What follows belongs to an exercise in optimizing a design on an open flow for small area and a short achievable clock period; a production flow would make more cautious choices. The RTL was checked by simulation tests, not by an equivalence proof against the original design. Power is estimated from default activity; no workload was simulated.

<file path="flow/run.sh">
#!/bin/bash
# synth_recipe.tcl (not shown) runs the flow's synth.tcl, then flattens the netlist and writes it again
# the make line also repeats each setting of config.mk as NAME=value (left out here)
make -C /OpenROAD-flow-scripts/flow DESIGN_CONFIG=/design/flow/config.mk WORK_HOME=/design/flow/orfs CLKGATE_MAP_FILE= SYNTH_SCRIPT=/design/flow/synth_recipe.tcl finish
</file>
<file path="flow/config.mk">
export PLATFORM = sky130hd
export DESIGN_NAME = intl_top
export DESIGN_NICKNAME = intl_top
export VERILOG_FILES = /design/flow/design.v
export SDC_FILE = /design/flow/constraint.sdc
export NUM_CORES = 4
export LEC_CHECK = 0
export CAP_MARGIN = 20
export CORE_MARGIN = 2
export CORE_UTILIZATION = 30
export SLEW_MARGIN = 20
</file>
<file path="flow/constraint.sdc">
create_clock -name core_clock -period 10.0 [get_ports {clk}]
set_input_delay 2.0000 -clock core_clock [delete_from_list [all_inputs] [get_ports {clk}]]
set_output_delay 2.0000 -clock core_clock [all_outputs]
set_load 0.01 [all_outputs]
</file>
<file path="flow/design.v">
`default_nettype none
package intl_pkg;
    localparam int SYM_W   = 2;      
    localparam int ADDR_W  = 12;     
    localparam int POS_W   = 8;      
    localparam int LANES   = 4;      
    localparam int DEPTH   = 136;    
    localparam int STRIDE  = 7;
    localparam logic [11:0] PB_LEN_16  = 12'd64;
    localparam logic [11:0] PB_LEN_136 = 12'd544;
endpackage
`default_nettype wire
`timescale 1ns/10ps
`default_nettype none
module pb_size_decode (
    input  wire  [11:0] pb_len,
    input  wire  [11:0] waddr,
    input  wire         wen,
    input  wire         start,
    output logic        is64,
    output logic        wr_ok,
    output logic        st_ok
);
    logic is544;
    assign is64  = (pb_len == intl_pkg::PB_LEN_16);
    assign is544 = (pb_len == intl_pkg::PB_LEN_136);
    assign wr_ok = wen && ((is64 && (waddr[11:6] == 6'd0)) ||
                           (is544 && (waddr < intl_pkg::PB_LEN_136)));
    assign st_ok = start && (is64 || is544);
endmodule
`default_nettype wire
`timescale 1ns/10ps
`default_nettype none
module symbol_banks (
    input  wire                                 clk,
    input  wire                                 wr_en,
    input  wire  [1:0]                          wr_lane,
    input  wire  [intl_pkg::POS_W-1:0]          wr_pos,
    input  wire  [1:0]                          wdata,
    input  wire  [intl_pkg::POS_W-1:0]          rd_pos,
    output logic [intl_pkg::LANES*2-1:0]        lanes
);
    for (genvar j = 0; j < intl_pkg::LANES; j++) begin : g_lane
        logic [1:0] mem [0:intl_pkg::DEPTH-1];
        always_ff @(posedge clk) begin
            if (wr_en && (wr_lane == 2'(j))) begin
                mem[wr_pos] <= wdata;
            end
        end
        assign lanes[j*2 +: 2] = mem[rd_pos];
    end
endmodule
`default_nettype wire
`timescale 1ns/10ps
`default_nettype none
module read_sequencer #(
    parameter int stride = intl_pkg::STRIDE
) (
    input  wire                         clk,
    input  wire                         n_rst,
    input  wire                         st_a,
    input  wire                         md_a,
    output logic                        busy,
    output logic [intl_pkg::POS_W-1:0]  pos
);
    localparam int PW = intl_pkg::POS_W;
    logic          st_b, md_b;
    logic          q16;
    logic          last;
    logic [PW-1:0] pos_sum;
    logic [PW-1:0] pos_next;
    assign last    = q16 ? (pos[3:0] == 4'd9) : (pos == PW'(136 - stride));
    assign pos_sum = pos + PW'(stride);
    always_comb begin
        if (q16)
            pos_next = {4'd0, pos_sum[3:0]};
        else if (pos_sum >= PW'(136))
            pos_next = pos_sum - PW'(136);
        else
            pos_next = pos_sum;
    end
    always_ff @(posedge clk or negedge n_rst) begin
        if (!n_rst) begin
            st_b <= 1'b0;
            busy <= 1'b0;
        end else begin
            st_b <= st_a;
            if (!busy) begin
                busy <= st_b;
            end else if (last) begin
                busy <= 1'b0;
            end
        end
    end
    always_ff @(posedge clk) begin
        md_b <= md_a;
        if (!busy) begin
            pos <= '0;
            q16 <= md_b;
        end else begin
            pos <= pos_next;
        end
    end
endmodule
`default_nettype wire
`timescale 1ns/10ps
`default_nettype none
module lane_rotator (
    input  wire                             clk,
    input  wire                             n_rst,
    input  wire                             busy,
    input  wire  [intl_pkg::LANES*2-1:0]    lanes,
    output logic [1:0]                      rdata0,
    output logic [1:0]                      rdata1,
    output logic [1:0]                      rdata2,
    output logic [1:0]                      rdata3,
    output logic                            dout_vld
);
    always_ff @(posedge clk or negedge n_rst) begin
        if (!n_rst) dout_vld <= 1'b0;
        else        dout_vld <= busy;
    end
    always_ff @(posedge clk) begin
        rdata0 <= lanes[1:0];
        rdata1 <= lanes[3:2];
        rdata2 <= lanes[5:4];
        rdata3 <= lanes[7:6];
    end
endmodule
`default_nettype wire
`timescale 1ns/10ps
`default_nettype none
module intl_top #(
    parameter int sym_w  = intl_pkg::SYM_W,
    parameter int addr_w = intl_pkg::ADDR_W,
    parameter int stride = intl_pkg::STRIDE
) (
    input  wire                 clk,
    input  wire                 n_rst,
    input  wire  [sym_w-1:0]    wdata,
    input  wire  [addr_w-1:0]   waddr,
    input  wire                 wen,
    input  wire  [addr_w-1:0]   pb_len,
    input  wire                 start,
    output logic [sym_w-1:0]    rdata0,
    output logic [sym_w-1:0]    rdata1,
    output logic [sym_w-1:0]    rdata2,
    output logic [sym_w-1:0]    rdata3,
    output logic                dout_vld
);
    localparam int PW = intl_pkg::POS_W;
    logic        is64, wr_ok, st_ok;
    pb_size_decode u_decode (
        .pb_len (pb_len),
        .waddr  (waddr),
        .wen    (wen),
        .start  (start),
        .is64   (is64),
        .wr_ok  (wr_ok),
        .st_ok  (st_ok)
    );
    logic        wv_a, st_a;
    logic        md_a;
    logic [9:0]  addr_a;
    logic [1:0]  wd_a;
    always_ff @(posedge clk or negedge n_rst) begin
        if (!n_rst) begin
            wv_a <= 1'b0;
            st_a <= 1'b0;
        end else begin
            wv_a <= wr_ok;
            st_a <= st_ok;
        end
    end
    always_ff @(posedge clk) begin
        md_a   <= is64;
        addr_a <= waddr[9:0];
        wd_a   <= wdata;
    end
    logic [1:0]    qb;
    logic [9:0]    base;
    logic [9:0]    off;
    logic [PW-1:0] wp;
    logic [1:0]    wl;
    always_comb begin
        if (addr_a >= 10'd408) begin
            qb = 2'd3; base = 10'd408;
        end else if (addr_a >= 10'd272) begin
            qb = 2'd2; base = 10'd272;
        end else if (addr_a >= 10'd136) begin
            qb = 2'd1; base = 10'd136;
        end else begin
            qb = 2'd0; base = 10'd0;
        end
        off = addr_a - base;
        if (md_a) begin
            qb = addr_a[5:4];
            wp = {4'd0, addr_a[3:0]};
        end else begin
            wp = off[PW-1:0];
        end
        wl = qb + wp[1:0];
    end
    logic          wv_b;
    logic [1:0]    wl_b;
    logic [PW-1:0] wp_b;
    logic [1:0]    wd_b;
    always_ff @(posedge clk or negedge n_rst) begin
        if (!n_rst) wv_b <= 1'b0;
        else        wv_b <= wv_a;
    end
    always_ff @(posedge clk) begin
        wl_b <= wl;
        wp_b <= wp;
        wd_b <= wd_a;
    end
    logic          rd_busy;
    logic [PW-1:0] rd_pos;
    read_sequencer #(
        .stride  (stride)
    ) u_seq (
        .clk     (clk),
        .n_rst   (n_rst),
        .st_a    (st_a),
        .md_a    (md_a),
        .busy    (rd_busy),
        .pos     (rd_pos)
    );
    logic [intl_pkg::LANES*sym_w-1:0] lanes;
    symbol_banks u_banks (
        .clk     (clk),
        .wr_en   (wv_b),
        .wr_lane (wl_b),
        .wr_pos  (wp_b),
        .wdata   (wd_b),
        .rd_pos  (rd_pos),
        .lanes   (lanes)
    );
    lane_rotator u_out (
        .clk      (clk),
        .n_rst    (n_rst),
        .busy     (rd_busy),
        .lanes    (lanes),
        .rdata0   (rdata0),
        .rdata1   (rdata1),
        .rdata2   (rdata2),
        .rdata3   (rdata3),
        .dout_vld (dout_vld)
    );
endmodule
`default_nettype wire
</file>
==> reports/qor.yml, run 1 <==
drt:
  wirelength_mm: 121
  vias: 25100
  firstDrtPassIters: 5
  wl_per_cell_microns: 24.4
  drc: 0
  ant_nets: 0
  vias_per_cell: 5.08
  dr.first_iter.drc_count: 3218
timing:
  fmax_mhz: 233
  finalHoldViolations: 0
  fin_crit_sh_pct: 42.9
  fin_skew_ns: 0.0270
  tns_ns: 0
  relSlewSlack_pct: 20.8
  fin_crit_ns: 4.29
  grt_setup_unrepaired: "false"
  worstMarginPinSlew_ns: 1.19
  drv_slew: 0
  setup_viol: 0
floorplan:
  core_sq_um: 154000
  start_util_pct: 30.2
  ios: 39
  num_rows: 144
  die_x_microns: 398
  die_area_sq_um: 158000
  die_h_microns: 398
logic_synthesis:
  ys_top_cells_by_area: "edfxtp_1 (70%), mux4_2 (12%), nor2_1 (4.8%)"
  yosysSeqAreaShare_pct: 72.5
  ys_seq_elements: 1137
  synth_top_area_share_pct: 70.4
  synth_compound_area_share_pct: 2.68
  synthCells: 2761
  synth-simple-area-share_pct: 7.68
  synthArstFlopShare_pct: 0.528
  synth_cell_types: 71
  synth-edff-count: 1089
  synthAdderAreaFrac_pct: 0.205
  syn_avg_cell_area_sq_um: 16.8
  synthTopCellsByCount: "edfxtp_1 (1089), nor2_1 (592), mux4_2 (246)"
  synth_top_family_by_area: "multiplexers"
  synthFlopType: "edfxtp_1"
  netlist_area_sq_um: 46500
  yosysTopAreaCell: "edfxtp_1"
  synthMuxAreaShare_pct: 14.6
  synthXorXnorAreaFrac_pct: 0.226
  ys_warn_count: 4
  yosysMostFrequentCell: "edfxtp_1"
  synth_nets: 2798
power_and_ir_drop:
  p_sw_w: 0.00205
  p_comb_share_pct: 2.2
  swShare_pct: 20.8
  power.density_nw_per_um2: 186
  ir_drop_v: 0.000159
  p_leak_nw: 15.1
  pwr-share-seq_pct: 53.2
  clkPwrFrac_pct: 44.6
  internal_power_w: 0.00781
hold_path:
  hold_class: "reg2reg"
layout:
  area_growth_pct: 13.9
  n_fill_cell: 14600
  num-nets-final: 2832
  utilization_pct: 34.4
  layout-drive-gt1-share_pct: 18.4
job:
  timing.max_cap.violations: 0
placed_design:
  place_congestion: 0.836
  dp_hpwl_mm: 75.2
  io_buffers: 38
setup_path:
  cp.required_ns: 10.63
  cp.arrival_ns: 4.92
  critical_path_peak_fanout: 46
  criticalPathCategory: "reg2reg"
  critPathLaunchType: "flop"
  critPathCaptureType: "flop"
grt:
  grt_remaining_overflow: 0
  antenna_found_initial: 2
  grt_pass1_wl_mm: 176
  grt.total_usage_pct: 15.1
  grt_max_degree: 248
  grt_pass1_vias: 25700
clock_tree:
  cts_sinks: 1137
  clock_path_buffers: 3
  post-cts-setup-buffer-count: 0
  post_cts_resized: 0
  path_clk_slew_ns: 0.07
  cts_hold_buf: 0
  clock_latency_ns: 0.72
  cts_tree: "yes"
  cts_max_level: 3
  numCtsBuffers: 113
  ctsRootBufferMaster: "clkbuf_16"
outcome:
  status: "complete, no violations"
[critical path, stage by stage (launching register included)]
cell and delay [ns]:
dfxtp_4 0.62, buf_4 0.60, buf_4 0.75, nor2b_2 1.04
a22oi_1 0.26, a21oi_1 0.20, a21oi_1 0.12, and3_1 0.28
o31ai_1 0.22
[metal layers]
metal,share of wire (%),GRT usage [%],up-vias
met5,0,0,-
met3,9.1,4.04,228
met2,46,23.2,1078
met1,41,20.6,13000
li1,-,-,10800
met4,3.7,5.51,0
[flip-flops by register name, indices dropped and copies added, names as in the netlist, 2 cells and up]
| signal | flops |
|---|---|
| u_banks.g_lane.mem | 1088 |
| addr_a | 10 |
| u_seq.pos | 8 |
| wp_b | 8 |
| u_out.rdata0 | 2 |
| u_out.rdata1 | 2 |
| u_out.rdata2 | 2 |
| u_out.rdata3 | 2 |
| wd_a | 2 |
| wd_b | 2 |
| wl_b | 2 |
[cells by family (layout without fill, tap and decap cells)]
| family | after synthesis | after routing |
|---|---|---|
| adder cells (fa/ha/maj) | 7 | 7 |
| buffers and inverters | 186 | 319 |
| other | 0 | 1 |
| multiplexers | 363 | 363 |
| flip-flops | 1137 | 1137 |
| XOR/XNOR | 12 | 12 |
| AO/OA/AOI/OAI | 167 | 167 |
| AND/OR/NAND/NOR | 889 | 889 |
[metrics by stage]
| stage | cell area [sq um] | setup slack, ns | power (W) | std cells | hold slack (ns) |
|---|---|---|---|---|---|
| 4_1_cts | 52900 | 5.68 | 0.00993 | 4935 | 0.327 |
| 2_1_floorplan | 46500 | 1.52 | 0.00549 | 2761 | 0.310 |
| 6_report | 53000 | 5.71 | 0.00986 | 4939 | 0.325 |
| 5_1_grt | 53000 | 5.29 | 0.0101 | 4939 | 0.328 |
| 3_3_place_gp | 49000 | 5.59 | 0.00556 | 4721 | 0.314 |
| 3_5_place_dp | 49000 | 5.67 | 0.00556 | 4721 | 0.314 |
[final cells by class]
cell class | count | area, sq um | share of cell area (%)
clock buffers | 138 | 2980 | 5.64
clock inverters | 76 | 867 | 1.64
inverters | 12 | 45.0 | 0.0851
repair buffers | 93 | 871 | 1.64
multi-input cells | 1438 | 11900 | 22.5
well taps | 2044 | 2560 | 4.83
flip-flops and latches | 1137 | 33700 | 63.7
diodes | 1 | 2.50 | 0.00473
[path summary, 6_finish.rpt]
kind / startpoint / to / slack, ns / cells past startpoint
max: u_seq.pos[3] / u_out.rdata2[1] / 5.71 / 8
min: wd_a[0] / wd_b[0] / 0.32 / 0
max reg2reg: u_seq.pos[3] / u_out.rdata2[1] / 5.71 / 8
min reg2reg: wd_a[0] / wd_b[0] / 0.32 / 0
max in group asynchronous: n_rst / wv_b / 8.02 / 1
min in group asynchronous: n_rst / st_a / 1.63 / 1
[layout by cell type, fill, tap and decap left out, drive strengths merged, types with 8 or more instances in the layout]
cell           count
nor2             593
a2111oi            8
mux2i             91
nand3             11
clkdlybuf4s50     38
bufinv            15
o21ai             11
mux2              23
nor2b             10
o22ai             15
nand2b            18
xnor2              8
dfxtp             42
inv               20
clkbuf           138
a22oi             36
a211oi            15
clkinv            50
a21oi             21
edfxtp          1089
mux4             249
buf               55
nand2            201
nor3              20
[power by group through the flow]
stage                     Sequential (W)  Combinational (W)  Clock [W]
after global placement           0.00535           0.000206          0
after detailed placement         0.00536           0.000209          0
after global routing             0.00525           0.000231    0.00464
after floorplan                  0.00540          0.0000898          0
after CTS                        0.00525           0.000209    0.00446
final                            0.00525           0.000216    0.00439
==> inputs of run 2 (changes only) <==
--- a/flow/design.v
+++ b/flow/design.v
@@ -33,21 +33,55 @@
 `default_nettype none
 module symbol_banks (
     input  wire                                 clk,
-    input  wire                                 wr_en,
-    input  wire  [1:0]                          wr_lane,
+    input  wire  [3:0]                          wr_en,
     input  wire  [intl_pkg::POS_W-1:0]          wr_pos,
-    input  wire  [1:0]                          wdata,
-    input  wire  [intl_pkg::POS_W-1:0]          rd_pos,
+    input  wire  [1:0]                          wdata0,
+    input  wire  [1:0]                          wdata1,
+    input  wire  [1:0]                          wdata2,
+    input  wire  [1:0]                          wdata3,
+    input  wire  [15:0]                         sel_lo,
+    input  wire  [8:0]                          sel_hi,
     output logic [intl_pkg::LANES*2-1:0]        lanes
 );
+    localparam int D  = intl_pkg::DEPTH;
+    localparam int NG = (D + 15) / 16;
+    logic [1:0] wd [4];
+    assign wd[0] = wdata0;
+    assign wd[1] = wdata1;
+    assign wd[2] = wdata2;
+    assign wd[3] = wdata3;
+    logic [15:0] wlo;
+    for (genvar m = 0; m < 16; m++) begin : g_wlo
+        assign wlo[m] = (wr_pos[3:0] == 4'(m));
+    end
     for (genvar j = 0; j < intl_pkg::LANES; j++) begin : g_lane
-        logic [1:0] mem [0:intl_pkg::DEPTH-1];
-        always_ff @(posedge clk) begin
-            if (wr_en && (wr_lane == 2'(j))) begin
-                mem[wr_pos] <= wdata;
-            end
-        end
-        assign lanes[j*2 +: 2] = mem[rd_pos];
+        logic [1:0]    mem [0:D-1];
+        logic [NG-1:0] whi;
+        for (genvar g = 0; g < NG; g++) begin : g_whi
+            assign whi[g] = wr_en[j] && (wr_pos[7:4] == 4'(g));
+        end
+        for (genvar r = 0; r < D; r++) begin : g_row
+            always_ff @(posedge clk) begin
+                if (whi[r / 16] && wlo[r % 16]) begin
+                    mem[r] <= wd[j];
+                end
+            end
+        end
+        for (genvar b = 0; b < 2; b++) begin : g_bit
+            logic [NG-1:0] grp;
+            for (genvar g = 0; g < NG; g++) begin : g_grp
+                logic [15:0] t;
+                for (genvar m = 0; m < 16; m++) begin : g_m
+                    if (g * 16 + m < D) begin : g_in
+                        assign t[m] = sel_lo[m] & mem[g * 16 + m][b];
+                    end else begin : g_out
+                        assign t[m] = 1'b0;
+                    end
+                end
+                assign grp[g] = sel_hi[g] & (|t);
+            end
+            assign lanes[j*2 + b] = |grp;
+        end
     end
 endmodule
 `default_nettype wire
@@ -56,19 +90,22 @@
 module read_sequencer #(
     parameter int stride = intl_pkg::STRIDE
 ) (
-    input  wire                         clk,
-    input  wire                         n_rst,
-    input  wire                         st_a,
-    input  wire                         md_a,
-    output logic                        busy,
-    output logic [intl_pkg::POS_W-1:0]  pos
+    input  wire           clk,
+    input  wire           n_rst,
+    input  wire           st_a,
+    input  wire           md_a,
+    output logic          busy,
+    output logic [15:0]   sel_lo,
+    output logic [8:0]    sel_hi
 );
     localparam int PW = intl_pkg::POS_W;
     logic          st_b, md_b;
     logic          q16;
     logic          last;
+    logic [PW-1:0] pos;
     logic [PW-1:0] pos_sum;
     logic [PW-1:0] pos_next;
+    logic [PW-1:0] pos_d;
     assign last    = q16 ? (pos[3:0] == 4'd9) : (pos == PW'(136 - stride));
     assign pos_sum = pos + PW'(stride);
     always_comb begin
@@ -79,6 +116,7 @@
         else
             pos_next = pos_sum;
     end
+    assign pos_d = busy ? pos_next : '0;
     always_ff @(posedge clk or negedge n_rst) begin
         if (!n_rst) begin
             st_b <= 1'b0;
@@ -95,11 +133,11 @@
     always_ff @(posedge clk) begin
         md_b <= md_a;
         if (!busy) begin
-            pos <= '0;
             q16 <= md_b;
-        end else begin
-            pos <= pos_next;
-        end
+        end
+        pos <= pos_d;
+        for (int i = 0; i < 16; i++) sel_lo[i] <= (pos_d[3:0] == 4'(i));
+        for (int i = 0; i < 9; i++)  sel_hi[i] <= (pos_d[7:4] == 4'(i));
     end
 endmodule
 `default_nettype wire
@@ -201,21 +239,29 @@
         end
         wl = qb + wp[1:0];
     end
-    logic          wv_b;
-    logic [1:0]    wl_b;
+    logic [3:0]    wv_b;
     logic [PW-1:0] wp_b;
-    logic [1:0]    wd_b;
+    logic [1:0]    wd_b [4];
     always_ff @(posedge clk or negedge n_rst) begin
-        if (!n_rst) wv_b <= 1'b0;
-        else        wv_b <= wv_a;
+        if (!n_rst) begin
+            wv_b <= '0;
+        end else begin
+            for (int j = 0; j < 4; j++) begin
+                wv_b[j] <= wv_a && (wl == 2'(j));
+            end
+        end
     end
     always_ff @(posedge clk) begin
-        wl_b <= wl;
         wp_b <= wp;
-        wd_b <= wd_a;
+        for (int j = 0; j < 4; j++) begin
+            if (wl == 2'(j)) begin
+                wd_b[j] <= wd_a;
+            end
+        end
     end
     logic          rd_busy;
-    logic [PW-1:0] rd_pos;
+    logic [15:0]   rd_lo;
+    logic [8:0]    rd_hi;
     read_sequencer #(
         .stride  (stride)
     ) u_seq (
@@ -224,16 +270,20 @@
         .st_a    (st_a),
         .md_a    (md_a),
         .busy    (rd_busy),
-        .pos     (rd_pos)
+        .sel_lo  (rd_lo),
+        .sel_hi  (rd_hi)
     );
     logic [intl_pkg::LANES*sym_w-1:0] lanes;
     symbol_banks u_banks (
         .clk     (clk),
         .wr_en   (wv_b),
-        .wr_lane (wl_b),
         .wr_pos  (wp_b),
-        .wdata   (wd_b),
-        .rd_pos  (rd_pos),
+        .wdata0  (wd_b[0]),
+        .wdata1  (wd_b[1]),
+        .wdata2  (wd_b[2]),
+        .wdata3  (wd_b[3]),
+        .sel_lo  (rd_lo),
+        .sel_hi  (rd_hi),
         .lanes   (lanes)
     );
     lane_rotator u_out (
==> reports/qor.yml, run 2 <==
outcome:
  status: "complete, no violations"  # unchanged
timing:
  setup_viol: 0  # unchanged
  fin_crit_sh_pct: 37.9  # was 42.9%
  relSlewSlack_pct: 22.6  # was 20.8%
  fmax_mhz: 264  # was 233 MHz
  fin_ws_ns: 6.21  # was 5.71 ns
  fin_skew_ns: 0.0325  # was 0.0270 ns
  worstMarginPinSlew_ns: 1.16  # was 1.19 ns
  finalHoldViolations: 0  # unchanged
  tns_ns: 0  # unchanged
  grt_setup_unrepaired: "false"  # unchanged
  fin_crit_ns: 3.79  # was 4.29 ns
  drv_slew: 0  # unchanged
logic_synthesis:
  ys_seq_elements: 1169  # was 1137
  yosysMostFrequentCell: "edfxtp_1"  # unchanged
  synth_compound_area_share_pct: 11.8  # was 2.68%
  synthFlopType: "edfxtp_1"  # unchanged
  netlist_area_sq_um: 44100  # was 46500 sq um
  synth-edff-count: 1097  # was 1089
  synth_top_area_share_pct: 74.7  # was 70.4%
  synthCells: 2821  # was 2761
  synth_top_family_by_area: "compound AO/OA/AOI/OAI gates"  # was multiplexers
  synthMuxAreaShare_pct: 0.125  # was 14.6%
  synth-simple-area-share_pct: 7.51  # was 7.68%
  synthAdderAreaFrac_pct: 0.216  # was 0.205%
  ys_warn_count: 11  # was 4
  synthTopCellsByCount: "edfxtp_1 (1097), nor2_1 (581), a221oi_1 (256), a22o_1 (256), clkbuf_1 (175)"  # was edfxtp_1 (1089), nor2_1 (592), mux4_2 (246)
  synth_cell_types: 54  # was 71
  ys_top_cells_by_area: "edfxtp_1 (75%), a221oi_1 (5.1%), a22o_1 (5.1%)"  # was edfxtp_1 (70%), mux4_2 (12%), nor2_1 (4.8%)
  synthArstFlopShare_pct: 0.770  # was 0.528%
  synthXorXnorAreaFrac_pct: 0.278  # was 0.226%
  yosysTopAreaCell: "edfxtp_1"  # unchanged
  yosysSeqAreaShare_pct: 78.0  # was 72.5%
  syn_avg_cell_area_sq_um: 15.6  # was 16.8 sq um
  synth_nets: 2858  # was 2798
setup_path:
  worstRegToRegCells: 6  # was 8
  r2r_setup_slack_ns: 6.97  # was 5.71 ns
  rr_endpoint: "u_out.rdata3[1]"  # was u_out.rdata2[1]
  cp_top_family: "buffers and inverters"  # unchanged
  crit_buf_inv: 1  # was 2
  cp-endpoint: "rdata2[0]"  # was u_out.rdata2[1]
  crit_start: "u_out.rdata2[0]"  # was u_seq.pos[3]
  critPathCaptureType: "output pin"  # was flop
  cp.required_ns: 8.00  # was 10.63 ns
  r2r-start: "u_seq.sel_lo[0]"  # was u_seq.pos[3]
  crit_cells: 1  # was 8
  cp.arrival_ns: 1.79  # was 4.92 ns
  critPathLaunchType: "flop"  # unchanged
  criticalPathCategory: "reg2out"  # was reg2reg
  critical_path_peak_fanout: 1  # was 46
  max_stage_delay_ns: 0.60  # was 1.04 ns
  crit_slowest_cell: "clkdlybuf4s50_1"  # was nor2b_2
  crit_chain: "clkdlybuf4s50_1"  # was buf_4 > buf_4 > nor2b_2 > a22oi_1 > a21oi_1 > a21oi_1 > and3_1 > o31ai_1
clock_tree:
  path_clk_slew_ns: 0.06  # was 0.07 ns
  cts_max_level: 3  # unchanged
  post_cts_resized: 0  # unchanged
  post-cts-setup-buffer-count: 0  # unchanged
  ctsRootBufferMaster: "clkbuf_16"  # unchanged
  cts_hold_buf: 0  # unchanged
  clock_latency_ns: 0.69  # was 0.72 ns
  cts_sinks: 1169  # was 1137
  clock_path_buffers: 3  # unchanged
  cts_tree: "yes"  # unchanged
  numCtsBuffers: 114  # was 113
grt:
  grt_max_degree: 115  # was 248
  grt.total_usage_pct: 16.3  # was 15.1%
  grt_util_met1_pct: 22.4  # was 20.6%
  grt_pass1_wl_mm: 183  # was 176 mm
  grt_busiest_layer: "met2"  # unchanged
  antenna_found_initial: 1  # was 2
  grt_pass1_vias: 26600  # was 25700
  grt_use_met2_pct: 26.3  # was 23.2%
  grt_remaining_overflow: 0  # unchanged
  grtUsageMet3_pct: 2.84  # was 4.04%
placed_design:
  pre_cts_ws_ns: 6.06  # was 5.67 ns
  dp_hpwl_mm: 66.1  # was 75.2 mm
  place_congestion: 0.785  # was 0.836
  place_area_sq_um: 46600  # was 49000 sq um
  io_buffers: 38  # unchanged
drt:
  drc: 0  # unchanged
  vias: 26700  # was 25100
  vias_per_cell: 5.54  # was 5.08
  ant_nets: 0  # unchanged
  wirelength_mm: 127  # was 121 mm
  dr.first_iter.drc_count: 3487  # was 3218
  firstDrtPassIters: 6  # was 5
  wl_per_cell_microns: 26.3  # was 24.4 microns
power_and_ir_drop:
  swShare_pct: 21.2  # was 20.8%
  clkPwrFrac_pct: 41.1  # was 44.6%
  ir_drop_v: 0.000134  # was 0.000159 V
  pwr-share-seq_pct: 55.4  # was 53.2%
  p_comb_share_pct: 3.4  # was 2.2%
  p_leak_nw: 14.8  # was 15.1 nW
  internal_power_w: 0.00788  # was 0.00781 W
  p_sw_w: 0.00212  # was 0.00205 W
  power.density_nw_per_um2: 200  # was 186 nW/um^2
floorplan:
  num_rows: 140  # was 144
  ios: 39  # unchanged
  die_x_microns: 387  # was 398 microns
  start_util_pct: 30.3  # was 30.2%
  core_sq_um: 146000  # was 154000 sq um
  die_area_sq_um: 150000  # was 158000 sq um
  die_h_microns: 387  # was 398 microns
layout:
  layout-drive-gt1-share_pct: 8.85  # was 18.4%
  layout_common_cells: "edfxtp_1 (1097), nor2_1 (581), a22o_1 (256), a221oi_1 (256), clkbuf_16 (119)"  # was edfxtp_1 (1089), nor2_1 (587), mux4_2 (246)
  fin_area_sq_um: 50100  # was 53000 sq um
  area_growth_pct: 13.6  # was 13.9%
  largest_register_ffs: 1088  # unchanged
  area.sequential_sq_um: 34500  # was 33700 sq um
  final_common_cell: "edfxtp_1"  # unchanged
  top_regs: "u_banks.g_lane.mem (1088), u_seq.sel_lo (16), addr_a (10)"  # was u_banks.g_lane.mem (1088), addr_a (10)
  top_register: "u_banks.g_lane.mem"  # unchanged
  n_fill_cell: 14000  # was 14600
  num-nets-final: 2843  # was 2832
  multi_input_area_sq_um: 8880  # was 11900 sq um
hold_path:
  hold_class: "reg2reg"  # unchanged
job:
  timing.max_cap.violations: 0  # unchanged
-- run 2: cell types whose count changed in the layout (fill, tap and decap cells not counted), moves of 14 or more --
cell	previous run	this run
nand4_1	1	83
o22ai_1	14	0
a22oi_1	36	56
mux2_2	23	4
nand2_1	201	51
a22o_1	7	256
a221oi_1	7	256
mux4_2	246	0
a21oi_1	21	6
mux2i_1	91	1
a211oi_1	15	1
-- run 2: final cells by class --
type | count | share of cell area, %
timing repair buffer | 90 | 1.55
multi-input combinational | 1417 | 17.7
tap | 1917 | 4.78
clock buffer | 150 | 6.27
inverter | 14 | 0.105
antenna | 2 | 0.00998
clock inverter | 53 | 0.766
sequential | 1169 | 68.8
-- run 2: per-stage QoR --
stage	utilization [%]	hold slack [ns]	std cells	power (W)
2_1_floorplan	-	0.310	2821	0.00581
3_3_place_gp	32.0	0.335	4607	0.00599
3_5_place_dp	32.0	0.343	4607	0.00599
4_1_cts	34.4	0.355	4810	0.0100
5_1_grt	34.4	0.366	4810	0.0103
6_report	34.4	0.347	4812	0.0100
-- run 2: cells by family (layout without fill, tap and decap cells) --
logic type      Yosys count  count (layout)
buf+inv                 235             307
fa+ha+maj                 7               7
other cells               0               2
simple gates            787             787
mux                       5               5
compound gates          604             604
xor+xnor                 14              14
flops                  1169            1169
-- run 2: per-layer routing --
layer | wire, microns | vias up
met2 | 59400 | 1295
li1 | - | 11200
met1 | 52700 | 13900
met5 | 13 | -
met4 | 3850 | 2
met3 | 10900 | 213
-- run 2: worst min-delay path by stage --
stage | start | end | slack (ns) | cells past startpoint
final | st_a | u_seq.st_b | 0.35 | 0
after global routing | st_a | u_seq.st_b | 0.37 | 0
after CTS | st_a | u_seq.st_b | 0.35 | 0
after detailed placement | st_a | u_seq.st_b | 0.34 | 0
after global placement | st_a | u_seq.st_b | 0.34 | 0
after floorplan | addr_a[2] | wp_b[2] | 0.31 | 0
-- run 2: power groups by stage --
| stage | clock, W | sequential [W] | combinational [W] |
|---|---|---|---|
| after global placement | 0 | 0.00565 | 0.000343 |
| final | 0.00411 | 0.00555 | 0.000344 |
| after floorplan | 0 | 0.00576 | 0.0000505 |
| after CTS | 0.00416 | 0.00555 | 0.000344 |
| after global routing | 0.00434 | 0.00555 | 0.000368 |
| after detailed placement | 0 | 0.00565 | 0.000344 |
==> inputs of run 3 (changes only) <==
--- a/flow/config.mk
+++ b/flow/config.mk
@@ -8,4 +8,6 @@
 export CAP_MARGIN = 20
 export CORE_MARGIN = 2
 export CORE_UTILIZATION = 30
+export CTS_BUF_LIST = sky130_fd_sc_hd__clkbuf_8
+export CTS_CLUSTER_SIZE = 30
 export SLEW_MARGIN = 20
==> reports/qor.yml, run 3 <==
outcome:
  status: "complete, no violations"  # unchanged
grt:
  grt_remaining_overflow: 0  # unchanged
  grt_pass1_vias: 27300  # was 26600
  grt_max_degree: 115  # unchanged
  grt_pass1_wl_mm: 185  # was 183 mm
  antenna_found_initial: 1  # unchanged
  grt.total_usage_pct: 16.6  # was 16.3%
layout:
  final_common_cell: "edfxtp_1"  # unchanged
  largest_register_ffs: 1088  # unchanged
  area_growth_pct: 13.3  # was 13.6%
  layout-drive-gt1-share_pct: 11.0  # was 8.85%
  n_fill_cell: 14100  # was 14000
  multi_input_area_sq_um: 8880  # unchanged
  top_register: "u_banks.g_lane.mem"  # unchanged
  num-nets-final: 2914  # was 2843
  area.sequential_sq_um: 34500  # unchanged
  layout_common_cells: "edfxtp_1 (1097), nor2_1 (581), a22o_1 (256), a221oi_1 (256), clkbuf_8 (198)"  # was edfxtp_1 (1097), nor2_1 (581), a22o_1 (256), a221oi_1 (256), clkbuf_16 (119)
  top_regs: "u_banks.g_lane.mem (1088), u_seq.sel_lo (16), addr_a (10)"  # unchanged
setup_path:
  critical_path_peak_fanout: 1  # unchanged
  cp.required_ns: 8.00  # about the same
  critPathLaunchType: "flop"  # unchanged
  cp_top_family: "buffers and inverters"  # unchanged
  criticalPathCategory: "reg2out"  # unchanged
  critPathCaptureType: "output pin"  # unchanged
  crit_buf_inv: 1  # unchanged
  crit_slowest_cell: "clkdlybuf4s50_1"  # unchanged
  cp.arrival_ns: 1.97  # was 1.79 ns
  crit_chain: "clkdlybuf4s50_1"  # unchanged
  max_stage_delay_ns: 0.61  # was 0.60 ns
logic_synthesis:
  synthAdderAreaFrac_pct: 0.216  # unchanged
  synth_cell_types: 54  # unchanged
  synthFlopType: "edfxtp_1"  # unchanged
  syn_avg_cell_area_sq_um: 15.6  # unchanged
  yosysSeqAreaShare_pct: 78.0  # unchanged
  synth_nets: 2858  # unchanged
  synth_top_family_by_area: "compound AO/OA/AOI/OAI gates"  # unchanged
  ys_warn_count: 11  # unchanged
  synthTopCellsByCount: "edfxtp_1 (1097), nor2_1 (581), a221oi_1 (256), a22o_1 (256), clkbuf_1 (175)"  # unchanged
  synthArstFlopShare_pct: 0.770  # unchanged
  ys_seq_elements: 1169  # unchanged
  yosysTopAreaCell: "edfxtp_1"  # unchanged
  synthMuxAreaShare_pct: 0.125  # unchanged
  synthCells: 2821  # unchanged
  yosysMostFrequentCell: "edfxtp_1"  # unchanged
  ys_top_cells_by_area: "edfxtp_1 (75%), a221oi_1 (5.1%), a22o_1 (5.1%)"  # unchanged
  netlist_area_sq_um: 44100  # unchanged
  synth_compound_area_share_pct: 11.8  # unchanged
  synth-edff-count: 1097  # unchanged
  synth_top_area_share_pct: 74.7  # unchanged
  synthXorXnorAreaFrac_pct: 0.278  # unchanged
  synth-simple-area-share_pct: 7.51  # unchanged
timing:
  finalHoldViolations: 0  # unchanged
  fmax_mhz: 252  # was 264 MHz
  fin_ws_ns: 6.03  # was 6.21 ns
  fin_crit_sh_pct: 39.7  # was 37.9%
  tns_ns: 0  # unchanged
  drv_slew: 0  # unchanged
  worstMarginPinSlew_ns: 1.11  # was 1.16 ns
  whs_ns: 0.353  # was 0.347 ns
  relSlewSlack_pct: 25.4  # was 22.6%
  grt_setup_unrepaired: "false"  # unchanged
  fin_skew_ns: 0.0287  # was 0.0325 ns
  setup_viol: 0  # unchanged
  fin_crit_ns: 3.97  # was 3.79 ns
power_and_ir_drop:
  ir_drop_v: 0.000135  # was 0.000134 V
  power.density_nw_per_um2: 194  # was 200 nW/um^2
  p_leak_nw: 15.0  # was 14.8 nW
floorplan:
  ios: 39  # unchanged
  core_sq_um: 146000  # unchanged
  die_area_sq_um: 150000  # unchanged
  start_util_pct: 30.3  # unchanged
  die_x_microns: 387  # unchanged
  num_rows: 140  # unchanged
  die_h_microns: 387  # unchanged
clock_tree:
  clock_latency_ns: 0.86  # was 0.69 ns
  cts_sinks: 1169  # unchanged
  cts_tree: "yes"  # unchanged
  cts_hold_buf: 0  # unchanged
  cts_max_level: 4  # was 3
  post-cts-setup-buffer-count: 0  # unchanged
  post_cts_resized: 0  # unchanged
  numCtsBuffers: 185  # was 114
  ctsRootBufferMaster: "clkbuf_8"  # was clkbuf_16
  clock_path_buffers: 3  # unchanged
  path_clk_slew_ns: 0.06  # about the same
drt:
  drc: 0  # unchanged
  wirelength_mm: 128  # was 127 mm
  wl_per_cell_microns: 25.9  # was 26.3 microns
  vias: 27000  # was 26700
  vias_per_cell: 5.47  # was 5.54
  firstDrtPassIters: 5  # was 6
  ant_nets: 0  # unchanged
  dr.first_iter.drc_count: 3362  # was 3487
hold_path:
  hold_class: "reg2reg"  # unchanged
placed_design:
  pre_cts_ws_ns: 6.06  # unchanged
  dp_hpwl_mm: 66.1  # unchanged
  place_congestion: 0.785  # unchanged
  io_buffers: 38  # unchanged
job:
  timing.max_cap.violations: 0  # unchanged
-- run 3: cell counts after synthesis --
Identical to the previous run, type by type.
-- run 3: cells by family after synthesis --
logic type               after synthesis
AO/OA/AOI/OAI                        604
XOR/XNOR                              14
adder cells (fa/ha/maj)                7
buffers and inverters                235
flip-flops                          1169
multiplexers                           5
AND/OR/NAND/NOR                      787
-- run 3: power breakdown --
group	internal (W)	total (W)	switching [W]
logic	0.0000433	0.000344	0.000301
registers	0.00552	0.00555	0.0000249
clock network	0.00190	0.00379	0.00189
-- run 3: path summary, 6_finish.rpt --
kind,end,slack [ns],cells after the start,from
setup reg to reg,u_out.rdata3[0],7.04,6,u_seq.sel_lo[5]
hold reg to reg,u_seq.st_b,0.35,0,st_a
min in group asynchronous,wv_b[0],1.50,1,n_rst
hold / removal,u_seq.st_b,0.35,0,st_a
max in group asynchronous,u_seq.busy,8.16,1,n_rst
setup / recovery,rdata2[0],6.03,1,u_out.rdata2[0]
-- run 3: metrics by stage --
step	cells	instance area (sq um)	util, %	total power [W]
floorplan	2821	44100	-	0.00581
global placement	4607	46600	32.0	0.00599
detailed placement	4607	46600	32.0	0.00599
CTS	4939	50000	34.3	0.00974
global route	4940	50000	34.3	0.00997
finish	4941	50000	34.3	0.00968
-- run 3: layer usage --
metal | GRT usage (%) | vias to the layer above | wire length [microns]
li1 | - | 11400 | -
met1 | 22.2 | 14000 | 52000
met2 | 26.3 | 1383 | 59800
met3 | 3.44 | 224 | 12000
met4 | 6.34 | 0 | 3990
met5 | 0 | - | 0
-- run 3: worst register-to-register path, delay by kind of cell, from the launching register on --
| family | cells | cell delay, ns |
|---|---|---|
| compound gates | 3 | 1.28 |
| buf+inv | 1 | 0.44 |
| flops | 1 | 0.52 |
| simple gates | 2 | 0.50 |
-- run 3: cell type report --
class	instances	area share (%)
Antenna cell	2	0.0100
Clock buffer	198	5.45
Clock inverter	134	1.34
Inverter	14	0.105
Multi-Input combinational cell	1417	17.8
Sequential cell	1169	69.0
Tap cell	1917	4.80
Timing Repair Buffer	90	1.56
==> inputs of run 4 (changes only) <==
--- a/flow/config.mk
+++ b/flow/config.mk
@@ -7,7 +7,7 @@
 export LEC_CHECK = 0
 export CAP_MARGIN = 20
 export CORE_MARGIN = 2
-export CORE_UTILIZATION = 30
-export CTS_BUF_LIST = sky130_fd_sc_hd__clkbuf_8
-export CTS_CLUSTER_SIZE = 30
+export CORE_UTILIZATION = 55
+export CTS_CLUSTER_DIAMETER = 150
+export CTS_CLUSTER_SIZE = 28
 export SLEW_MARGIN = 20
==> reports/qor.yml, run 4 <==
hold_path:
  hold_class: "reg2reg"  # unchanged
  hold_path.startpoint: "addr_a[2]"  # was st_a
  min_to: "wp_b[2]"  # was u_seq.st_b
  min_path_cells: 0  # unchanged
placed_design:
  io_buffers: 38  # unchanged
  place_inst: 3736  # was 4607
  place_congestion: 0.824  # was 0.785
  dp_hpwl_mm: 65.8  # was 66.1 mm
timing:
  fin_crit_ns: 3.85  # was 3.97 ns
  fin_crit_sh_pct: 38.5  # was 39.7%
  tns_ns: 0  # unchanged
  grt_setup_unrepaired: "false"  # unchanged
  fmax_mhz: 260  # was 252 MHz
  drv_slew: 0  # unchanged
  relSlewSlack_pct: 18.2  # was 25.4%
  worstMarginPinSlew_ns: 1.22  # was 1.11 ns
  finalHoldViolations: 0  # unchanged
  whs_ns: 0.355  # was 0.353 ns
  fin_skew_ns: 0.0337  # was 0.0287 ns
  setup_viol: 0  # unchanged
power_and_ir_drop:
  clkPwrFrac_pct: 28.8  # was 39.2%
  total_power_w: 0.00825  # was 0.00968 W
  p_comb_share_pct: 3.8  # was 3.6%
  swShare_pct: 21.3  # was 22.9%
  pwr-share-seq_pct: 67.4  # was 57.3%
  power.density_nw_per_um2: 176  # was 194 nW/um^2
  p_sw_w: 0.00176  # was 0.00221 W
  internal_power_w: 0.00649  # was 0.00747 W
  p_leak_nw: 13.7  # was 15.0 nW
  ir_drop_v: 0.000125  # was 0.000135 V
clock_tree:
  cts_sinks: 1169  # unchanged
  cts_max_level: 2  # was 4
  numCtsBuffers: 47  # was 185
  path_clk_slew_ns: 0.10  # was 0.06 ns
  post-cts-setup-buffer-count: 0  # unchanged
  cts_tree: "yes"  # unchanged
  clock_latency_ns: 0.65  # was 0.86 ns
  post_cts_resized: 0  # unchanged
  clock_path_buffers: 3  # unchanged
  cts_hold_buf: 0  # unchanged
  ctsRootBufferMaster: "clkbuf_16"  # was clkbuf_8
logic_synthesis:
  synthFlopType: "edfxtp_1"  # unchanged
  synthCells: 2821  # unchanged
  yosysTopAreaCell: "edfxtp_1"  # unchanged
  ys_seq_elements: 1169  # unchanged
  synth_nets: 2858  # unchanged
  yosysMostFrequentCell: "edfxtp_1"  # unchanged
  yosysSeqAreaShare_pct: 78.0  # unchanged
  syn_avg_cell_area_sq_um: 15.6  # unchanged
  ys_warn_count: 11  # unchanged
  synthTopCellsByCount: "edfxtp_1 (1097), nor2_1 (581), a221oi_1 (256), a22o_1 (256), clkbuf_1 (175)"  # unchanged
  ys_top_cells_by_area: "edfxtp_1 (75%), a221oi_1 (5.1%), a22o_1 (5.1%)"  # unchanged
  synthArstFlopShare_pct: 0.770  # unchanged
  synth_top_area_share_pct: 74.7  # unchanged
  synth-edff-count: 1097  # unchanged
  netlist_area_sq_um: 44100  # unchanged
  synth_cell_types: 54  # unchanged
setup_path:
  crit_buf_inv: 1  # unchanged
  cp.required_ns: 8.00  # about the same
  cp.arrival_ns: 1.85  # was 1.97 ns
  critical_path_peak_fanout: 1  # unchanged
  criticalPathCategory: "reg2out"  # unchanged
  rr_endpoint: "u_banks.g_lane[0].mem[77][1]"  # was u_out.rdata3[0]
  critPathLaunchType: "flop"  # unchanged
  crit_chain: "clkdlybuf4s50_1"  # unchanged
  worstRegToRegCells: 4  # was 6
  critPathCaptureType: "output pin"  # unchanged
  crit_slowest_cell: "clkdlybuf4s50_1"  # unchanged
  max_stage_delay_ns: 0.63  # was 0.61 ns
  r2r_setup_slack_ns: 6.90  # was 7.04 ns
  crit_cells: 1  # unchanged
  cp_top_family: "buffers and inverters"  # unchanged
  r2r-start: "wp_b[0]"  # was u_seq.sel_lo[5]
grt:
  antenna_found_initial: 3  # was 1
  grt.total_usage_pct: 30.3  # was 16.6%
  grt_pass1_wl_mm: 179  # was 185 mm
  grt_pass1_vias: 25900  # was 27300
  grt_remaining_overflow: 0  # unchanged
  grt_max_degree: 119  # was 115
floorplan:
  die_h_microns: 287  # was 387 microns
  start_util_pct: 55.7  # was 30.3%
  die_x_microns: 287  # was 387 microns
  num_rows: 103  # was 140
  die_area_sq_um: 82500  # was 150000 sq um
  core_sq_um: 79300  # was 146000 sq um
  ios: 39  # unchanged
drt:
  drc: 0  # unchanged
  firstDrtPassIters: 6  # was 5
  ant_nets: 0  # unchanged
  vias: 26400  # was 27000
  dr.first_iter.drc_count: 3401  # was 3362
  vias_per_cell: 6.91  # was 5.47
  wl_per_cell_microns: 32.7  # was 25.9 microns
  wirelength_mm: 125  # was 128 mm
layout:
  final_common_cell: "edfxtp_1"  # unchanged
  utilization_pct: 59.1  # was 34.3%
  largest_register_ffs: 1088  # unchanged
  top_register: "u_banks.g_lane.mem"  # unchanged
  num-nets-final: 2773  # was 2914
  layout_common_cells: "edfxtp_1 (1097), nor2_1 (581), a22o_1 (256), a221oi_1 (256), nand4_1 (83)"  # was edfxtp_1 (1097), nor2_1 (581), a22o_1 (256), a221oi_1 (256), clkbuf_8 (198)
  area_growth_pct: 6.25  # was 13.3%
  fin_cells: 3825  # was 4941
  layout-drive-gt1-share_pct: 5.41  # was 11.0%
  top_regs: "u_banks.g_lane.mem (1088), u_seq.sel_lo (16), addr_a (10)"  # unchanged
outcome:
  status: "complete, no violations"  # unchanged
job:
  timing.max_cap.violations: 0  # unchanged
==> run 4: cell counts after synthesis <==
No cell type changed its count.
==> run 4: per-layer routing <==
layer	vias to the layer above	track usage (%)	routed length, microns
li1	11000	-	-
met3	211	4.14	11700
met4	0	9.06	3710
met5	-	0	0
met1	13800	44.2	50600
met2	1436	48.0	59100
==> run 4: power groups by stage <==
stage	clock, W	combinational (W)	sequential [W]
after detailed placement	0	0.000306	0.00568
after floorplan	0	0.0000505	0.00576
after global routing	0.00256	0.000335	0.00557
after global placement	0	0.000300	0.00568
after CTS	0.00240	0.000306	0.00557
final	0.00238	0.000314	0.00556
==> run 4: worst max path at each step <==
stage | startpoint | to | slack [ns]
CTS | u_out.rdata1[0] | rdata1[0] | 6.12
detailed placement | pb_len[2] | wv_a | 5.99
floorplan | pb_len[2] | wv_a | 6.61
global route | u_out.rdata1[0] | rdata1[0] | 6.12
global placement | pb_len[2] | wv_a | 5.90
finish | u_out.rdata1[0] | rdata1[0] | 6.15
==> run 4: cells by family after synthesis <==
family	synth area share, %
AO/OA/AOI/OAI	11.8
XOR/XNOR	0.278
adder cells (fa/ha/maj)	0.216
buffers and inverters	2.03
flip-flops	78.0
multiplexers	0.125
AND/OR/NAND/NOR	7.51
==> run 4: cell type report <==
| type | instances | area, sq um |
|---|---|---|
| multi-input cells | 1417 | 8880 |
| well taps | 1050 | 1310 |
| fillers | 6172 | 32400 |
| inverters | 14 | 52.6 |
| flip-flops and latches | 1169 | 34500 |
| clock buffers | 85 | 1360 |
| repair buffers | 87 | 763 |
| diodes | 2 | 5.00 |
| clock inverters | 1 | 8.76 |
==> run 4: metrics by stage <==
stage,area [sq um],worst slack [ns]
2_1_floorplan,44100,6.61
3_3_place_gp,45500,5.90
3_5_place_dp,45500,5.99
4_1_cts,46800,6.12
5_1_grt,46900,6.12
6_report,46900,6.15
==> inputs of run 5 (changes only) <==
==> flow/flow/run.sh (new file) <==
#!/bin/bash
# Standard ORFS layout, with repair_timing asked for extra setup slack so that
# the achieved period (not only the 10 ns constraint) is optimised, and the
# ports buffered with a fast buffer. Each step's log stays in orfs/logs.
set -euo pipefail
MARGIN=${MARGIN:-6.5}
bash standard.sh SETUP_SLACK_MARGIN=$MARGIN TNS_END_PERCENT=20 \
    "BUFFER_PORTS_ARGS=-buffer_cell sky130_fd_sc_hd__buf_4" finish > standard.log 2>&1
==> flow/standard.sh (new file) <==
#!/bin/bash
# synth_recipe.tcl (not shown) runs the flow's synth.tcl, then flattens the netlist and writes it again
# the make line also repeats each setting of config.mk as NAME=value (left out here)
make -C /OpenROAD-flow-scripts/flow DESIGN_CONFIG=/design/flow/config.mk WORK_HOME=/design/flow/orfs CLKGATE_MAP_FILE= SYNTH_SCRIPT=/design/flow/synth_recipe.tcl "${@:-finish}"
--- a/flow/config.mk
+++ b/flow/config.mk
@@ -7,7 +7,5 @@
 export LEC_CHECK = 0
 export CAP_MARGIN = 20
 export CORE_MARGIN = 2
-export CORE_UTILIZATION = 55
-export CTS_CLUSTER_DIAMETER = 150
-export CTS_CLUSTER_SIZE = 28
+export CORE_UTILIZATION = 30
 export SLEW_MARGIN = 20
removed: flow/run.sh
==> reports/qor.yml, run 5 <==
outcome:
  status: "complete, no violations"  # unchanged
logic_synthesis:
  synthCells: 2821  # unchanged
  yosysTopAreaCell: "edfxtp_1"  # unchanged
  synthTopCellsByCount: "edfxtp_1 (1097), nor2_1 (581), a221oi_1 (256), a22o_1 (256), clkbuf_1 (175)"  # unchanged
  synth-edff-count: 1097  # unchanged
  synth_top_area_share_pct: 74.7  # unchanged
  synthFlopType: "edfxtp_1"  # unchanged
  ys_warn_count: 11  # unchanged
  ys_top_cells_by_area: "edfxtp_1 (75%), a221oi_1 (5.1%), a22o_1 (5.1%)"  # unchanged
  ys_seq_elements: 1169  # unchanged
  synth_cell_types: 54  # unchanged
  yosysSeqAreaShare_pct: 78.0  # unchanged
  synthArstFlopShare_pct: 0.770  # unchanged
  yosysMostFrequentCell: "edfxtp_1"  # unchanged
  synth_nets: 2858  # unchanged
  netlist_area_sq_um: 44100  # unchanged
  syn_avg_cell_area_sq_um: 15.6  # unchanged
timing:
  tns_ns: 0  # unchanged
  drv_slew: 0  # unchanged
  setup_viol: 0  # unchanged
  finalHoldViolations: 0  # unchanged
  fin_crit_ns: 3.40  # was 3.85 ns
  fin_ws_ns: 6.60  # was 6.15 ns
  grt_setup_unrepaired: "false"  # unchanged
  relSlewSlack_pct: 22.8  # was 18.2%
  worstMarginPinSlew_ns: 1.15  # was 1.22 ns
  fin_crit_sh_pct: 34.0  # was 38.5%
  fin_skew_ns: 0.0253  # was 0.0337 ns
  fmax_mhz: 294  # was 260 MHz
  whs_ns: 0.351  # was 0.355 ns
layout:
  area.sequential_sq_um: 34500  # unchanged
  top_regs: "u_banks.g_lane.mem (1088), u_seq.sel_lo (16), addr_a (10)"  # unchanged
  area_growth_pct: 14.1  # was 6.25%
  layout_common_cells: "edfxtp_1 (1097), nor2_1 (581), a22o_1 (256), a221oi_1 (256), clkbuf_16 (118)"  # was edfxtp_1 (1097), nor2_1 (581), a22o_1 (256), a221oi_1 (256), nand4_1 (83)
  n_antenna_cell: 0  # was 2
  layout-drive-gt1-share_pct: 10.7  # was 5.41%
  multi_input_area_sq_um: 8880  # about the same
  num-nets-final: 2846  # was 2773
  final_common_cell: "edfxtp_1"  # unchanged
  largest_register_ffs: 1088  # unchanged
  top_register: "u_banks.g_lane.mem"  # unchanged
  n_fill_cell: 13900  # was 6172
drt:
  routed.top_layer: "met4"  # unchanged
  firstDrtPassIters: 6  # unchanged
  met2_wirelength_mm: 60.4  # was 59.1 mm
  wirelength_mm: 127  # was 125 mm
  vias_per_cell: 5.53  # was 6.91
  dr.first_iter.drc_count: 3512  # was 3401
  wl_met1_mm: 52.2  # was 50.6 mm
  ant_nets: 0  # unchanged
  vias: 26700  # was 26400
  wl_met3_mm: 10.6  # was 11.7 mm
  drc: 0  # unchanged
  wl_per_cell_microns: 26.3  # was 32.7 microns
placed_design:
  dp_hpwl_mm: 66.5  # was 65.8 mm
  io_buffers: 38  # unchanged
  pre_cts_ws_ns: 6.32  # was 5.99 ns
  place_congestion: 0.777  # was 0.824
setup_path:
  max_stage_delay_ns: 0.52  # was 0.63 ns
  critPathLaunchType: "flop"  # unchanged
  crit_slowest_cell: "dfxtp_1"  # was clkdlybuf4s50_1
  critPathCaptureType: "output pin"  # unchanged
  critical_path_peak_fanout: 1  # unchanged
  crit_buf_inv: 1  # unchanged
  criticalPathCategory: "reg2out"  # unchanged
  cp.arrival_ns: 1.40  # was 1.85 ns
  crit_chain: "buf_4"  # was clkdlybuf4s50_1
  cp.required_ns: 8.00  # about the same
  cp_top_family: "flip-flops"  # was buffers and inverters
grt:
  antenna_found_initial: 1  # was 3
  grt_max_degree: 114  # was 119
  grt_pass1_vias: 26700  # was 25900
  grt_remaining_overflow: 0  # unchanged
  grt_pass1_wl_mm: 183  # was 179 mm
  grt.total_usage_pct: 16.4  # was 30.3%
hold_path:
  hold_class: "reg2reg"  # unchanged
clock_tree:
  path_clk_slew_ns: 0.06  # was 0.10 ns
  numCtsBuffers: 115  # was 47
  post-cts-setup-buffer-count: 0  # unchanged
  post_cts_resized: 0  # unchanged
  cts_max_level: 3  # was 2
  ctsRootBufferMaster: "clkbuf_16"  # unchanged
  cts_sinks: 1169  # unchanged
  cts_hold_buf: 0  # unchanged
  clock_path_buffers: 3  # unchanged
  clock_latency_ns: 0.69  # was 0.65 ns
  cts_tree: "yes"  # unchanged
floorplan:
  ios: 39  # unchanged
  num_rows: 140  # was 103
  die_area_sq_um: 150000  # was 82500 sq um
  start_util_pct: 30.3  # was 55.7%
  core_sq_um: 146000  # was 79300 sq um
  die_x_microns: 387  # was 287 microns
  die_h_microns: 387  # was 287 microns
power_and_ir_drop:
  ir_drop_v: 0.000151  # was 0.000125 V
  p_leak_nw: 15.0  # was 13.7 nW
  total_power_w: 0.0102  # was 0.00825 W
  power.density_nw_per_um2: 203  # was 176 nW/um^2
job:
  timing.max_cap.violations: 0  # unchanged
## run 5: cell counts after synthesis
Identical to the previous run, type by type.
## run 5: cells by family after synthesis
group / share of synthesized area, %
simple gates: 7.51
mux: 0.125
flops: 78.0
xor+xnor: 0.278
compound gates: 11.8
buf+inv: 2.03
fa+ha+maj: 0.216
## run 5: metrics by stage
step                utilization (%)  area [sq um]  cells
floorplan                         -         44100   2821
global placement               31.9         46500   4607
detailed placement             31.9         46500   4608
CTS                            34.5         50300   4822
global route                   34.5         50300   4823
finish                         34.5         50300   4823
## run 5: per-layer routing
metal	track usage, %	up-vias
met3	2.44	227
met2	27.1	1310
met1	22.3	13900
met4	4.81	0
met5	0	-
li1	-	11200
## run 5: path summary, 6_finish.rpt
path,endpoint,depth (start not counted),startpoint,slack [ns]
min reg2reg,u_seq.st_b,0,st_a,0.35
max reg2reg,u_banks.g_lane[2].mem[119][1],4,wp_b[2],7.10
max,rdata2[1],1,u_out.rdata2[1],6.60
min in group asynchronous,wv_b[2],1,n_rst,1.14
min,u_seq.st_b,0,st_a,0.35
max in group asynchronous,u_seq.busy,1,n_rst,8.72
## run 5: area by class of cell
class / instances / share of cell area [%]
Sequential cell: 1169 / 68.5
Multi-Input combinational cell: 1417 / 17.6
Clock inverter: 63 / 1.22
Clock buffer: 151 / 6.31
Timing Repair Buffer: 92 / 1.40
Tap cell: 1917 / 4.77
Inverter: 14 / 0.104
## run 5: report_power, final
group          switching, W  total (W)  leakage [nW]  internal, W
logic              0.000304   0.000346          2.57    0.0000422
registers         0.0000230    0.00554          10.5      0.00552
clock network       0.00181    0.00433          1.86      0.00251
==> inputs of run 6 (changes only) <==
==> flow/flow/run.sh (replaced) <==
#!/bin/bash
# Standard ORFS layout, with repair_timing asked for extra setup slack so that
# the achieved period (not only the 10 ns constraint) is optimised, and the
# ports buffered with a fast buffer. Each step's log stays in orfs/logs.
set -euo pipefail
MARGIN=7.0
bash standard.sh SETUP_SLACK_MARGIN=$MARGIN TNS_END_PERCENT=20 \
    "BUFFER_PORTS_ARGS=-buffer_cell sky130_fd_sc_hd__buf_4" finish > standard.log 2>&1
==> reports/qor.yml, run 6 <==
floorplan:
  die_area_sq_um: 150000  # unchanged
  num_rows: 140  # unchanged
  core_sq_um: 146000  # unchanged
  ios: 39  # unchanged
  die_h_microns: 387  # unchanged
  start_util_pct: 30.3  # unchanged
  die_x_microns: 387  # unchanged
power_and_ir_drop:
  p_leak_nw: 14.9  # was 15.0 nW
  power.density_nw_per_um2: 202  # was 203 nW/um^2
  ir_drop_v: 0.000155  # was 0.000151 V
logic_synthesis:
  yosysSeqAreaShare_pct: 78.0  # unchanged
  synthCells: 2821  # unchanged
  synthXorXnorAreaFrac_pct: 0.278  # unchanged
  syn_avg_cell_area_sq_um: 15.6  # unchanged
  synthTopCellsByCount: "edfxtp_1 (1097), nor2_1 (581), a221oi_1 (256), a22o_1 (256), clkbuf_1 (175)"  # unchanged
  netlist_area_sq_um: 44100  # unchanged
  yosysTopAreaCell: "edfxtp_1"  # unchanged
  yosysMostFrequentCell: "edfxtp_1"  # unchanged
  synth_compound_area_share_pct: 11.8  # unchanged
  synth_top_family_by_area: "compound AO/OA/AOI/OAI gates"  # unchanged
  ys_warn_count: 11  # unchanged
  synthArstFlopShare_pct: 0.770  # unchanged
  synth_cell_types: 54  # unchanged
  synthFlopType: "edfxtp_1"  # unchanged
  ys_top_cells_by_area: "edfxtp_1 (75%), a221oi_1 (5.1%), a22o_1 (5.1%)"  # unchanged
  synth-edff-count: 1097  # unchanged
  synth_nets: 2858  # unchanged
  ys_seq_elements: 1169  # unchanged
  synth_top_area_share_pct: 74.7  # unchanged
  synthAdderAreaFrac_pct: 0.216  # unchanged
  synthMuxAreaShare_pct: 0.125  # unchanged
  synth-simple-area-share_pct: 7.51  # unchanged
layout:
  n_fill_cell: 13900  # about the same
  area.sequential_sq_um: 34500  # about the same
  final_common_cell: "edfxtp_1"  # unchanged
  layout_common_cells: "edfxtp_1 (1097), nor2_1 (581), a22o_1 (256), a221oi_1 (256), clkbuf_16 (124)"  # was edfxtp_1 (1097), nor2_1 (581), a22o_1 (256), a221oi_1 (256), clkbuf_16 (118)
  layout-drive-gt1-share_pct: 10.6  # was 10.7%
  top_regs: "u_banks.g_lane.mem (1088), u_seq.sel_lo (16), addr_a (10)"  # unchanged
  largest_register_ffs: 1088  # unchanged
  area_growth_pct: 14.0  # was 14.1%
  n_antenna_cell: 0  # unchanged
  multi_input_area_sq_um: 8890  # was 8880 sq um
  num-nets-final: 2848  # was 2846
  fin_cells: 4824  # was 4823
  top_register: "u_banks.g_lane.mem"  # unchanged
outcome:
  status: "complete, no violations"  # unchanged
placed_design:
  place_inst: 4608  # unchanged
  place_congestion: 0.800  # was 0.777
  dp_hpwl_mm: 66.0  # was 66.5 mm
  io_buffers: 38  # unchanged
timing:
  grt_setup_unrepaired: "true"  # was false
  fin_skew_ns: 0.0246  # was 0.0253 ns
  drv_slew: 0  # unchanged
  fin_crit_sh_pct: 31.8  # was 34.0%
  relSlewSlack_pct: 23.8  # was 22.8%
  fmax_mhz: 315  # was 294 MHz
  tns_ns: 0  # unchanged
  fin_crit_ns: 3.18  # was 3.40 ns
  setup_viol: 0  # unchanged
  worstMarginPinSlew_ns: 1.14  # was 1.15 ns
  finalHoldViolations: 0  # unchanged
drt:
  ant_nets: 0  # unchanged
  vias_per_cell: 5.51  # was 5.53
  dr.first_iter.drc_count: 3514  # was 3512
  vias: 26600  # was 26700
  wirelength_mm: 126  # was 127 mm
  wl_per_cell_microns: 26.2  # was 26.3 microns
  wl_met1_mm: 51.4  # was 52.2 mm
  drc: 0  # unchanged
  firstDrtPassIters: 8  # was 6
  routed.top_layer: "met4"  # unchanged
  wl_met3_mm: 10.7  # was 10.6 mm
  met2_wirelength_mm: 60.5  # was 60.4 mm
setup_path:
  cp_top_family: "flip-flops"  # unchanged
  critPathLaunchType: "flop"  # unchanged
  critical_path_peak_fanout: 1  # unchanged
  crit_chain: "buf_6"  # was buf_4
  criticalPathCategory: "reg2out"  # unchanged
  crit_slowest_cell: "dfxtp_4"  # was dfxtp_1
  max_stage_delay_ns: 0.36  # was 0.52 ns
  cp.required_ns: 8.00  # about the same
  crit_buf_inv: 1  # unchanged
  cp.arrival_ns: 1.18  # was 1.40 ns
  critPathCaptureType: "output pin"  # unchanged
clock_tree:
  cts_hold_buf: 0  # unchanged
  ctsRootBufferMaster: "clkbuf_16"  # unchanged
  cts_sinks: 1169  # unchanged
  post_cts_resized: 11  # was 0
  cts_max_level: 3  # unchanged
  numCtsBuffers: 118  # was 115
  clock_latency_ns: 0.70  # was 0.69 ns
  clock_path_buffers: 3  # unchanged
  cts_tree: "yes"  # unchanged
  path_clk_slew_ns: 0.06  # about the same
  post-cts-setup-buffer-count: 0  # unchanged
job:
  timing.max_cap.violations: 0  # unchanged
grt:
  grt_pass1_wl_mm: 182  # was 183 mm
  grt_remaining_overflow: 0  # unchanged
  grt_pass1_vias: 26500  # was 26700
  grt_max_degree: 107  # was 114
  grt.total_usage_pct: 16.2  # was 16.4%
  antenna_found_initial: 1  # unchanged
hold_path:
  hold_class: "reg2reg"  # unchanged
-- run 6: cell count changes in the layout (fill, tap and decap cells not counted), sizes merged --
cell    change
bufinv      -5
buf         -1
clkbuf     +15
clkinv      -8
-- run 6: final cells by class --
class,instances,share of cell area [%]
Sequential cell,1169,68.6
Multi-Input combinational cell,1417,17.7
Clock buffer,166,6.64
Tap cell,1917,4.77
Timing Repair Buffer,91,1.40
Clock inverter,50,0.813
Inverter,14,0.104
-- run 6: logic make-up after synthesis --
| group | Yosys count |
|---|---|
| compound gates | 604 |
| xor+xnor | 14 |
| fa+ha+maj | 7 |
| buf+inv | 235 |
| flops | 1169 |
| mux | 5 |
| simple gates | 787 |
-- run 6: per-layer routing --
layer | global-route usage (%) | vias to the layer above
met4 | 5.29 | 0
met5 | 0 | -
met2 | 26.7 | 1304
li1 | - | 11200
met3 | 2.47 | 208
met1 | 22.0 | 13800
-- run 6: path summary, 6_finish.rpt --
kind	start	end	slack, ns	cells past startpoint
min in group asynchronous	n_rst	wv_b[2]	1.14	1
worst min register to register	st_a	u_seq.st_b	0.35	0
worst max-delay path	u_out.rdata3[0]	rdata3[0]	6.82	1
worst max register to register	wp_b[2]	u_banks.g_lane[3].mem[87][1]	6.99	4
max in group asynchronous	n_rst	u_seq.busy	8.69	1
worst min-delay path	st_a	u_seq.st_b	0.35	0
-- run 6: through the flow --
step	instance area, sq um	setup slack [ns]	utilization [%]	hold WS (ns)	power (W)
detailed placement	46500	6.44	31.9	0.345	0.00599
global route	50300	6.79	34.5	0.355	0.0104
global placement	46500	6.41	31.9	0.341	0.00599
finish	50300	6.82	34.5	0.351	0.0102
CTS	50300	6.78	34.5	0.354	0.0102
floorplan	44100	6.67	-	0.310	0.00581
-- run 6: where the power goes --
part	internal, W	switching, W
clock	0.00247	0.00182
combinational	0.0000413	0.000309
sequential	0.00552	0.0000147

## separate check: timing with driven ports
The results above use ideal ports. As a check the final layouts listed here were re-extracted and re-timed, cells and wires unchanged.
Step 1 sets driving cells, clkbuf_16 on the clock port and buf_2 on the other inputs (assumed; they add their load-dependent delay and slew).
Step 2 also shifts input and output timing later by t, the mid clock arrival at the registers, as if the neighbouring blocks saw the same clock.
Slacks: ideal ports / drivers / drivers and shift; pairs: ideal ports / drivers.
run	t (ns)	setup slack, ns	worst setup path after step 2	worst register clock-pin slew, ns	pins driven straight from the clock port
run 1	0.783	5.712 / 5.712 / 5.712	register to register	0.07 / 0.07	1
run 2	0.748	6.214 / 6.144 / 6.050	input to register	0.07 / 0.07	1
run 3	0.905	6.027 / 5.962 / 6.035	input to register	0.07 / 0.07	1
run 4	0.699	6.148 / 6.082 / 5.986	input to register	0.11 / 0.11	1
run 5	0.748	6.595 / 6.524 / 6.306	input to register	0.07 / 0.07	1
run 6	0.751	6.821 / 6.752 / 6.443	input to register	0.06 / 0.06	1
After both steps every run listed still meets setup and hold. The setup slack of run 6, which loses most, moves by -0.069 ns with the drivers and by -0.378 ns with both steps.
